From an optimization exercise on the open Yosys and OpenROAD flow, aimed at small area, a short achievable clock period and few clock cycles; shortcuts taken in it are not production practice.
Function was checked by simulation only, so behaviour that the tests miss may differ from the original.
Power and IR drop assume default switching activity.

## axi_mem_slave
module axi_mem_slave (
    input  logic                 clk,
    input  logic                 resetn,
    input  logic                 awvalid,
    input  axi_bus_pkg::id_t     awid,
    input  axi_bus_pkg::addr_t   awaddr,
    input  axi_bus_pkg::len_t    awlen,
    input  axi_bus_pkg::size_t   awsize,
    input  axi_bus_pkg::burst_t  awburst,
    output logic                 awready,
    input  logic                 wvalid,
    input  axi_bus_pkg::data_t   wdata,
    input  axi_bus_pkg::id_t     wid,
    input  axi_bus_pkg::strb_t   wstrb,
    input  logic                 wlast,
    output logic                 wready,
    input  logic                 bready,
    output logic                 bvalid,
    output axi_bus_pkg::resp_t   bresp,
    output axi_bus_pkg::id_t     bid,
    input  logic                 arvalid,
    input  axi_bus_pkg::id_t     arid,
    input  axi_bus_pkg::addr_t   araddr,
    input  axi_bus_pkg::len_t    arlen,
    input  axi_bus_pkg::size_t   arsize,
    input  axi_bus_pkg::burst_t  arburst,
    output logic                 arready,
    input  logic                 rready,
    output logic                 rvalid,
    output axi_bus_pkg::data_t   rdata,
    output logic                 rlast,
    output axi_bus_pkg::resp_t   rresp,
    output axi_bus_pkg::id_t     rid
);
Settings: LEC_CHECK=0, CAP_MARGIN=20, CORE_MARGIN=2, CORE_UTILIZATION=75, SLEW_MARGIN=20, SYNTH_HIERARCHICAL=1, SYNTH_MINIMUM_KEEP_SIZE=0; clock period 10.0 ns.
standard.sh (not shown) runs the stock make flow with config.mk's settings and CLKGATE_MAP_FILE= SYNTH_SCRIPT=/design/flow/synth_recipe.tcl, a recipe that flattens the netlist after the stock synthesis.
==> flow/flow/run.sh <==
#!/bin/bash
# The standard layout (standard.sh, unchanged ORFS steps) with these settings:
#  - port buffers of buf_2 instead of the resizer's default pick (a slow delay cell)
#  - clock tree of clkbuf_16 with sink clusters of up to 30 flip-flops
#  - repair_timing aims for 6.8 ns of setup slack at the design's 10 ns clock
# ORFS writes each step's log under orfs/logs; make's own output goes to standard_run.log.
set -euo pipefail
bash standard.sh \
  "BUFFER_PORTS_ARGS=-buffer_cell sky130_fd_sc_hd__buf_2" \
  CTS_CLUSTER_SIZE=30 CTS_CLUSTER_DIAMETER=80 \
  "CTS_BUF_LIST=sky130_fd_sc_hd__clkbuf_16" \
  SETUP_SLACK_MARGIN=6.8 \
  finish > standard_run.log 2>&1
Testbench counts at the start, summed over its fixed seeds: cycles 32,135.
Edit:
- CORE_UTILIZATION: 75 -> 65
The changed run completed without violations.
Final cell count increases by a few percent.
Via count decreases slightly.
Sequential power is about the same.
Power increases slightly.
Flip-flop and latch count is unchanged.
Clock-buffer cell count stays the same.
Clock skew stays flat.
Setup slack loses 0.021 ns.
Die area increases by about a fifth.
Synthesized area does not change.
Register-to-register slack gains 0.02 ns.

========
axi_mem_slave again, from the RTL that the note above started with.
clock: 10.0 ns
lec_check: 0
cap_margin: 20
core_margin: 2
core_utilization: 70
slew_margin: 20
synth_hierarchical: 1
synth_minimum_keep_size: 0
==> flow/flow/run.sh <==
#!/bin/bash
# The standard layout (standard.sh, unchanged ORFS steps) with these settings:
#  - port buffers of buf_2 instead of the resizer's default pick (a slow delay cell)
#  - clock tree of clkbuf_16 with sink clusters of up to 30 flip-flops
#  - repair_timing aims for 6.9 ns of setup slack at the design's 10 ns clock
# ORFS writes each step's log under orfs/logs; make's own output goes to standard_run.log.
set -euo pipefail
bash standard.sh \
  "BUFFER_PORTS_ARGS=-buffer_cell sky130_fd_sc_hd__buf_2" \
  CTS_CLUSTER_SIZE=30 CTS_CLUSTER_DIAMETER=80 \
  "CTS_BUF_LIST=sky130_fd_sc_hd__clkbuf_16" \
  SETUP_SLACK_MARGIN=6.9 \
  finish > standard_run.log 2>&1
The starting point ran to the end with no violations.
Testbench counts at the start, summed over its fixed seeds: cycles 32,135.
Edit:
--- a/flow/flow/run.sh
+++ b/flow/flow/run.sh
@@ -4,3 +4,4 @@
 #  - clock tree of clkbuf_16 with sink clusters of up to 30 flip-flops
-#  - repair_timing aims for 6.9 ns of setup slack at the design's 10 ns clock
+#  - repair_timing aims for 6.8 ns of setup slack at the design's 10 ns clock
+#  - the resizer may change a cell for one of another footprint
 # ORFS writes each step's log under orfs/logs; make's own output goes to standard_run.log.
@@ -11,3 +12,3 @@
   "CTS_BUF_LIST=sky130_fd_sc_hd__clkbuf_16" \
-  SETUP_SLACK_MARGIN=6.9 \
+  SETUP_SLACK_MARGIN=6.8 MATCH_CELL_FOOTPRINT=0 \
   finish > standard_run.log 2>&1
Settings changed: CORE_UTILIZATION 70 to 65.
Total power decreases by 0.56%; core utilization decreases by 6.5 points; flip-flop and latch count is unchanged; design area decreases by 0.87%.

re-timing with driven ports:
No port has a modelled driver above. Below, the same layouts with a new extraction and two added sets of constraints.
Step 1 assumes that a clkbuf_16 drives the clock port and a buf_2 every other input.
Step 2 adds t to the input delays and takes it off the output delays; t is the mean of the earliest and latest rising clock arrival at the registers after step 1. Input paths then give back, and output paths get back, about the clock's delay inside the block.
Slacks: ideal / step 1 / step 2; pairs: ideal / step 1.
| run | shift t [ns] | slack for setup (ns) | hold slack, ns |
|---|---|---|---|
| the first run of note 1 | 0.704 | 6.783 / 6.717 / 6.234 | 0.558 / 0.558 / 0.558 |
| the second run of note 1 | 0.696 | 6.761 / 6.691 / 6.322 | 0.585 / 0.585 / 0.585 |
| the first run of note 2 | 0.704 | 6.715 / 6.650 / 6.309 | 0.583 / 0.583 / 0.583 |
| the second run of note 2 | 0.698 | 6.768 / 6.701 / 6.191 | 0.567 / 0.567 / 0.567 |
After both steps every run listed still meets setup and hold. For the second run of note 2, which loses most, drivers alone change the setup slack by -0.067 ns; drivers and shift together by -0.577 ns.
